Source: an optimization exercise on an open RTL-to-GDS flow (aim: a short achievable clock period and few clock cycles per item). Production flows keep margins and buffers that such runs may drop.
In this exercise RTL edits were held to simulation tests only and were not proved equivalent to the original.
No activity file was given, so power comes from the tool's default toggle rates.

==> inputs of umber <==
// fetch_top
module fetch_top #(
	parameter int MEM_WORDS    = 256,
	parameter int LOAD_CREDITS = 4,
	parameter int OUT_CREDITS  = 2
) (
	input  logic              clk,
	input  logic              arst_n,
	input  logic              ld_valid,
	input  fetch_pkg::addr_t  ld_addr,
	input  fetch_pkg::word_t  ld_data,
	input  logic              start,
	input  fetch_pkg::flags_t flags,
	input  fetch_pkg::addr_t  reg_target,
	input  logic              out_credit,
	output logic              ld_credit,
	output logic              out_valid,
	output fetch_pkg::addr_t  out_pc,
	output fetch_pkg::word_t  out_instr
);
==> module fetch_unit, before the edit <==
module fetch_unit #(
	parameter int OUT_CREDITS = 2
) (
	input  logic              clk,
	input  logic              arst_n,
	input  logic              start,
	input  fetch_pkg::flags_t flags,
	input  fetch_pkg::addr_t  reg_target,
	input  logic              out_credit,
	input  logic [4095:0]     words,
	input  logic [2559:0]     rels,
	output logic              out_valid,
	output fetch_pkg::addr_t  out_pc,
	output fetch_pkg::word_t  out_instr
);
	localparam int CW = $clog2(OUT_CREDITS + 1);
	fetch_pkg::addr_t  rt;
	fetch_pkg::flags_t fl;
	logic [7:0]        tv;	 
	always_ff @(posedge clk) begin
		rt <= reg_target;
		fl <= flags;
	end
	assign tv = {1'b1, fl[fetch_pkg::FLAG_V],
		fl[fetch_pkg::FLAG_Z] | fl[fetch_pkg::FLAG_N],
		fl[fetch_pkg::FLAG_Z] | (~fl[fetch_pkg::FLAG_Z] & ~fl[fetch_pkg::FLAG_N]),
		fl[fetch_pkg::FLAG_N],
		~fl[fetch_pkg::FLAG_Z] & ~fl[fetch_pkg::FLAG_N],
		fl[fetch_pkg::FLAG_Z], ~fl[fetch_pkg::FLAG_Z]};
	logic [7:0]       f_idx;
	logic             running;	 
	logic             adv;	 
	logic [16*26-1:0] grp;
	logic [16*26-1:0] g_q;
	logic [7:0]       g_idx;	 
	logic [15:0]      g_hot;	 
	for (genvar g = 0; g < 16; g++) begin : g_grp
		logic [16*26-1:0] d;
		for (genvar j = 0; j < 16; j++) begin : g_e
			assign d[26*j +: 26] = {rels[10*(16*g+j) +: 10], words[16*(16*g+j) +: 16]};
		end
		assign grp[26*g +: 26] = d[26*f_idx[3:0] +: 26];
	end
	always_ff @(posedge clk) begin
		if (adv) begin
			g_q   <= grp;
			g_idx <= f_idx;
			for (int g = 0; g < 16; g++)
				g_hot[g] <= (f_idx[7:4] == 4'(g));
		end
	end
	fetch_pkg::word_t w_word;
	logic [7:0]       w_rel;
	logic [1:0]       w_cls;	 
	logic             w_valid;
	logic             w_taken;
	logic             w_b, w_br, w_hlt;
	logic             redirect;
	always_comb begin
		{w_cls, w_rel, w_word} = '0;
		for (int g = 0; g < 16; g++)
			{w_cls, w_rel, w_word} = {w_cls, w_rel, w_word} | (g_q[26*g +: 26] & {26{g_hot[g]}});
	end
	assign w_taken  = tv[w_word[fetch_pkg::COND_HI:fetch_pkg::COND_LO]];
	assign w_b      = (w_word[fetch_pkg::OPC_HI:fetch_pkg::OPC_LO] == fetch_pkg::OP_B) & w_taken;
	assign w_br     = (w_word[fetch_pkg::OPC_HI:fetch_pkg::OPC_LO] == fetch_pkg::OP_BR) & w_taken;
	assign w_hlt    = w_valid & (w_word[fetch_pkg::OPC_HI:fetch_pkg::OPC_LO] == fetch_pkg::OP_HLT);
	assign redirect = w_valid & (w_b | w_br);
	always_ff @(posedge clk) begin
		if (start)
			f_idx <= 8'd0;
		else if (adv)
			f_idx <= redirect ? (w_b ? w_rel : rt[8:1]) : f_idx + 8'd1;
	end
	always_ff @(posedge clk or negedge arst_n) begin
		if (!arst_n) begin
			running <= 1'b0;
			w_valid <= 1'b0;
		end else if (start) begin
			running <= 1'b1;
			w_valid <= 1'b0;
		end else if (adv) begin
			w_valid <= running & ~redirect & ~w_hlt;
			if (w_hlt)
				running <= 1'b0;	 
		end
	end
	localparam logic [1:0] MV_KEEP = 2'b00;
	localparam logic [1:0] MV_INC  = 2'b01;
	localparam logic [1:0] MV_LOAD = 2'b10;	 
	localparam logic [1:0] MV_DEC  = 2'b11;
	logic [1:0]       w_mv;	 
	logic [1:0]       o_mv;	 
	logic [6:0]       up_in;
	logic             b0_in;
	logic             o_first;	 
	logic             o_load;
	logic [CW-1:0]    cnt;	 
	logic [CW-1:0]    cnt_next;
	logic             o_valid;	 
	logic             o_valid_next;
	always_comb begin
		if (w_b)
			w_mv = w_cls;
		else if (w_br)
			w_mv = MV_LOAD;
		else
			w_mv = (g_idx == 8'hFF) ? MV_INC : MV_KEEP;
	end
	always_comb begin
		b0_in = out_pc[0];
		case (o_mv)
			MV_INC:  up_in = out_pc[15:9] + 7'd1;
			MV_DEC:  up_in = out_pc[15:9] - 7'd1;
			MV_LOAD: begin
				up_in = rt[15:9];
				b0_in = rt[0];
			end
			default: up_in = out_pc[15:9];
		endcase
	end
	logic ov_n;
	logic ov;
	assign ov     = ~ov_n;
	assign adv    = ~o_valid | ov;
	assign o_load = adv & w_valid;	 
	always_ff @(posedge clk) begin
		if (o_load) begin
			out_pc    <= o_first ? 16'd0 : {up_in, g_idx, b0_in};
			out_instr <= w_word;
			o_mv      <= w_mv;
		end
	end
	always_ff @(posedge clk or negedge arst_n) begin
		if (!arst_n)
			o_first <= 1'b0;
		else if (start)
			o_first <= 1'b1;
		else if (o_load)
			o_first <= 1'b0;
	end
	assign o_valid_next = adv ? w_valid : 1'b1;
	assign cnt_next     = cnt + CW'(ov) - CW'(out_credit);
	always_ff @(posedge clk or negedge arst_n) begin
		if (!arst_n) begin
			o_valid   <= 1'b0;
			out_valid <= 1'b0;
			ov_n      <= 1'b1;
			cnt       <= '0;
		end else begin
			o_valid   <= o_valid_next;
			out_valid <= o_valid_next && (cnt_next < CW'(OUT_CREDITS));
			ov_n      <= ~(o_valid_next && (cnt_next < CW'(OUT_CREDITS)));
			cnt       <= cnt_next;
		end
	end
endmodule
Settings: LEC_CHECK=0, ABC_CLOCK_PERIOD_IN_PS=2800, CAP_MARGIN=20, CORE_MARGIN=2, CORE_UTILIZATION=45, CTS_CLUSTER_DIAMETER=100, CTS_CLUSTER_SIZE=30, SETUP_SLACK_MARGIN=3.0, SLEW_MARGIN=20, SYNTH_MEMORY_MAX_BITS=8192; clock period 6.0 ns.
run.sh (not shown) runs the stock make flow with config.mk's settings and CLKGATE_MAP_FILE= SYNTH_SCRIPT=/design/flow/synth_recipe.tcl, a recipe that flattens the netlist after the stock synthesis.
==> garnet (differences from umber) <==
--- a/flow/design.v
+++ b/flow/design.v
@@ -78,11 +78,11 @@
 	input  logic              start,
 	input  fetch_pkg::flags_t flags,
 	input  fetch_pkg::addr_t  reg_target,
 	input  logic              out_credit,
 	input  logic [4095:0]     words,
-	input  logic [2559:0]     rels,
+	input  logic [2047:0]     rels,
 	output logic              out_valid,
 	output fetch_pkg::addr_t  out_pc,
 	output fetch_pkg::word_t  out_instr
 );
 	localparam int CW = $clog2(OUT_CREDITS + 1);
@@ -100,41 +100,33 @@
 		~fl[fetch_pkg::FLAG_Z] & ~fl[fetch_pkg::FLAG_N],
 		fl[fetch_pkg::FLAG_Z], ~fl[fetch_pkg::FLAG_Z]};
 	logic [7:0]       f_idx;
 	logic             running;	 
 	logic             adv;	 
-	logic [16*26-1:0] grp;
-	logic [16*26-1:0] g_q;
-	logic [7:0]       g_idx;	 
-	logic [15:0]      g_hot;	 
+	logic [16*24-1:0] grp;
+	logic [16*24-1:0] g_q;
+	logic [3:0]       g_hi;	 
 	for (genvar g = 0; g < 16; g++) begin : g_grp
-		logic [16*26-1:0] d;
+		logic [16*24-1:0] d;
 		for (genvar j = 0; j < 16; j++) begin : g_e
-			assign d[26*j +: 26] = {rels[10*(16*g+j) +: 10], words[16*(16*g+j) +: 16]};
+			assign d[24*j +: 24] = {rels[8*(16*g+j) +: 8], words[16*(16*g+j) +: 16]};
 		end
-		assign grp[26*g +: 26] = d[26*f_idx[3:0] +: 26];
+		assign grp[24*g +: 24] = d[24*f_idx[3:0] +: 24];
 	end
 	always_ff @(posedge clk) begin
 		if (adv) begin
-			g_q   <= grp;
-			g_idx <= f_idx;
-			for (int g = 0; g < 16; g++)
-				g_hot[g] <= (f_idx[7:4] == 4'(g));
+			g_q  <= grp;
+			g_hi <= f_idx[7:4];
 		end
 	end
 	fetch_pkg::word_t w_word;
 	logic [7:0]       w_rel;
-	logic [1:0]       w_cls;	 
 	logic             w_valid;
 	logic             w_taken;
 	logic             w_b, w_br, w_hlt;
 	logic             redirect;
-	always_comb begin
-		{w_cls, w_rel, w_word} = '0;
-		for (int g = 0; g < 16; g++)
-			{w_cls, w_rel, w_word} = {w_cls, w_rel, w_word} | (g_q[26*g +: 26] & {26{g_hot[g]}});
-	end
+	assign {w_rel, w_word} = g_q[24*g_hi +: 24];
 	assign w_taken  = tv[w_word[fetch_pkg::COND_HI:fetch_pkg::COND_LO]];
 	assign w_b      = (w_word[fetch_pkg::OPC_HI:fetch_pkg::OPC_LO] == fetch_pkg::OP_B) & w_taken;
 	assign w_br     = (w_word[fetch_pkg::OPC_HI:fetch_pkg::OPC_LO] == fetch_pkg::OP_BR) & w_taken;
 	assign w_hlt    = w_valid & (w_word[fetch_pkg::OPC_HI:fetch_pkg::OPC_LO] == fetch_pkg::OP_HLT);
 	assign redirect = w_valid & (w_b | w_br);
@@ -155,76 +147,59 @@
 			w_valid <= running & ~redirect & ~w_hlt;
 			if (w_hlt)
 				running <= 1'b0;	 
 		end
 	end
-	localparam logic [1:0] MV_KEEP = 2'b00;
-	localparam logic [1:0] MV_INC  = 2'b01;
-	localparam logic [1:0] MV_LOAD = 2'b10;	 
-	localparam logic [1:0] MV_DEC  = 2'b11;
-	logic [1:0]       w_mv;	 
-	logic [1:0]       o_mv;	 
-	logic [6:0]       up_in;
-	logic             b0_in;
-	logic             o_first;	 
-	logic             o_load;
-	logic [CW-1:0]    cnt;	 
-	logic [CW-1:0]    cnt_next;
-	logic             o_valid;	 
-	logic             o_valid_next;
-	always_comb begin
-		if (w_b)
-			w_mv = w_cls;
-		else if (w_br)
-			w_mv = MV_LOAD;
-		else
-			w_mv = (g_idx == 8'hFF) ? MV_INC : MV_KEEP;
-	end
+	fetch_pkg::branch_kind_t kind;
+	fetch_pkg::addr_t        next_pc;
+	logic                    o_first;	 
+	logic [CW-1:0]           cnt;	 
+	logic [CW-1:0]           cnt_next;
+	logic                    o_valid;	 
+	logic                    o_valid_next;
 	always_comb begin
-		b0_in = out_pc[0];
-		case (o_mv)
-			MV_INC:  up_in = out_pc[15:9] + 7'd1;
-			MV_DEC:  up_in = out_pc[15:9] - 7'd1;
-			MV_LOAD: begin
-				up_in = rt[15:9];
-				b0_in = rt[0];
-			end
-			default: up_in = out_pc[15:9];
+		case (out_instr[fetch_pkg::OPC_HI:fetch_pkg::OPC_LO])
+			fetch_pkg::OP_B:    kind = fetch_pkg::BK_B;
+			fetch_pkg::OP_BR:   kind = fetch_pkg::BK_BR;
+			fetch_pkg::OP_HLT:  kind = fetch_pkg::BK_HLT;
+			default: kind = fetch_pkg::BK_PCS;
 		endcase
 	end
-	logic ov_n;
-	logic ov;
-	assign ov     = ~ov_n;
-	assign adv    = ~o_valid | ov;
-	assign o_load = adv & w_valid;	 
+	pc_control u_pc_control (
+		.cond        (out_instr[fetch_pkg::COND_HI:fetch_pkg::COND_LO]),
+		.flags       (fl),
+		.offset      (out_instr[fetch_pkg::OFF_HI:fetch_pkg::OFF_LO]),
+		.target      (rt),
+		.branch_kind (kind),
+		.pc          (out_pc),
+		.next_pc     (next_pc)
+	);
+	assign adv = ~o_valid | out_valid;
 	always_ff @(posedge clk) begin
-		if (o_load) begin
-			out_pc    <= o_first ? 16'd0 : {up_in, g_idx, b0_in};
+		if (adv && w_valid) begin
+			out_pc    <= o_first ? 16'd0 : next_pc;
 			out_instr <= w_word;
-			o_mv      <= w_mv;
 		end
 	end
 	always_ff @(posedge clk or negedge arst_n) begin
 		if (!arst_n)
 			o_first <= 1'b0;
 		else if (start)
 			o_first <= 1'b1;
-		else if (o_load)
+		else if (adv && w_valid)
 			o_first <= 1'b0;
 	end
 	assign o_valid_next = adv ? w_valid : 1'b1;
-	assign cnt_next     = cnt + CW'(ov) - CW'(out_credit);
+	assign cnt_next     = cnt + CW'(out_valid) - CW'(out_credit);
 	always_ff @(posedge clk or negedge arst_n) begin
 		if (!arst_n) begin
 			o_valid   <= 1'b0;
 			out_valid <= 1'b0;
-			ov_n      <= 1'b1;
 			cnt       <= '0;
 		end else begin
 			o_valid   <= o_valid_next;
 			out_valid <= o_valid_next && (cnt_next < CW'(OUT_CREDITS));
-			ov_n      <= ~(o_valid_next && (cnt_next < CW'(OUT_CREDITS)));
 			cnt       <= cnt_next;
 		end
 	end
 endmodule
 module program_loader (
@@ -259,19 +234,19 @@
 	input  logic             clk,
 	input  logic             we,
 	input  logic [7:0]       widx,
 	input  fetch_pkg::word_t wdata,
 	output logic [4095:0]    words,	 
-	output logic [2559:0]    rels	 
+	output logic [2047:0]    rels	 
 );
-	logic [9:0] wrel;	 
-	assign wrel = {2'b00, widx} + 10'd1 + {wdata[8], wdata[8:0]};
+	logic [7:0] wrel;
+	assign wrel = widx + 8'd1 + wdata[7:0];
 	for (genvar i = 0; i < 256; i++) begin : g_ent
 		always_ff @(posedge clk) begin
 			if (we && widx == 8'(i)) begin
 				words[16*i +: 16] <= wdata;
-				rels[10*i +: 10]  <= wrel;
+				rels[8*i +: 8]    <= wrel;
 			end
 		end
 	end
 endmodule
 module fetch_top #(
@@ -295,11 +270,11 @@
 );
 	logic             we;
 	logic [7:0]       widx;
 	fetch_pkg::word_t wdata;
 	logic [4095:0]    words;
-	logic [2559:0]    rels;
+	logic [2047:0]    rels;
 	program_loader u_loader (
 		.ld_valid(ld_valid), .ld_addr(ld_addr), .ld_data(ld_data),
 		.ld_credit(ld_credit), .we(we), .widx(widx), .wdata(wdata)
 	);
 	imem u_imem (
==> juniper (differences from umber) <==
--- a/flow/design.v
+++ b/flow/design.v
@@ -189,14 +189,11 @@
 				b0_in = rt[0];
 			end
 			default: up_in = out_pc[15:9];
 		endcase
 	end
-	logic ov_n;
-	logic ov;
-	assign ov     = ~ov_n;
-	assign adv    = ~o_valid | ov;
+	assign adv    = ~o_valid | out_valid;
 	assign o_load = adv & w_valid;	 
 	always_ff @(posedge clk) begin
 		if (o_load) begin
 			out_pc    <= o_first ? 16'd0 : {up_in, g_idx, b0_in};
 			out_instr <= w_word;
@@ -210,21 +207,19 @@
 			o_first <= 1'b1;
 		else if (o_load)
 			o_first <= 1'b0;
 	end
 	assign o_valid_next = adv ? w_valid : 1'b1;
-	assign cnt_next     = cnt + CW'(ov) - CW'(out_credit);
+	assign cnt_next     = cnt + CW'(out_valid) - CW'(out_credit);
 	always_ff @(posedge clk or negedge arst_n) begin
 		if (!arst_n) begin
 			o_valid   <= 1'b0;
 			out_valid <= 1'b0;
-			ov_n      <= 1'b1;
 			cnt       <= '0;
 		end else begin
 			o_valid   <= o_valid_next;
 			out_valid <= o_valid_next && (cnt_next < CW'(OUT_CREDITS));
-			ov_n      <= ~(o_valid_next && (cnt_next < CW'(OUT_CREDITS)));
 			cnt       <= cnt_next;
 		end
 	end
 endmodule
 module program_loader (
==> run summary <==
Fmax: umber < garnet < juniper.
Of juniper and garnet, juniper has the higher cell area (gap 7.8%, measured against garnet).
Count of clock-buffer cells in the layout: garnet < umber < juniper.
Of garnet and umber, umber has the higher clock power (gap 11%, measured against umber).
garnet finished clean. umber ran to the end with no violations. juniper completed without violations.
Core utilization, lowest first: garnet, juniper, umber.
Sequential cell count, lowest first: garnet, juniper, umber.
Cell count: garnet < juniper < umber.
Testbench counts of umber, summed over its fixed seeds: cycles 7,100, items 3,744.
Testbench counts of garnet, summed over its fixed seeds: cycles 7,100, items 3,744.
Testbench counts of juniper, summed over its fixed seeds: cycles 7,100, items 3,744.

[afterwards: timing with drivers on the ports]
How much do the figures lean on ideal ports? The routed layouts below were timed once more, with nothing changed but the port constraints.
Step 1, drivers: a clkbuf_16 drives clk and a buf_2 each remaining input, both assumed.
Step 2 moves the port delays by t, midway between the first and last clock arrival at a register: inputs arrive t later, outputs are due t later. That takes back most of the time a late clock gives input paths.
Three values: no drivers, after step 1, after step 2; two values: the first two.
| run | t, ns | slack for setup (ns) | worst register clock-pin slew, ns |
|---|---|---|---|
| umber | 1.158 | 2.648 / 2.681 / 1.523 | 0.12 / 0.12 |
| garnet | 1.135 | 2.704 / 2.704 / 1.833 | 0.12 / 0.12 |
| juniper | 1.135 | 2.740 / 2.740 / 1.751 | 0.12 / 0.12 |
After both steps setup and hold are still met in every run listed. The setup slack of umber, which loses most, moves by +0.033 ns with the drivers and by -1.125 ns with both steps.
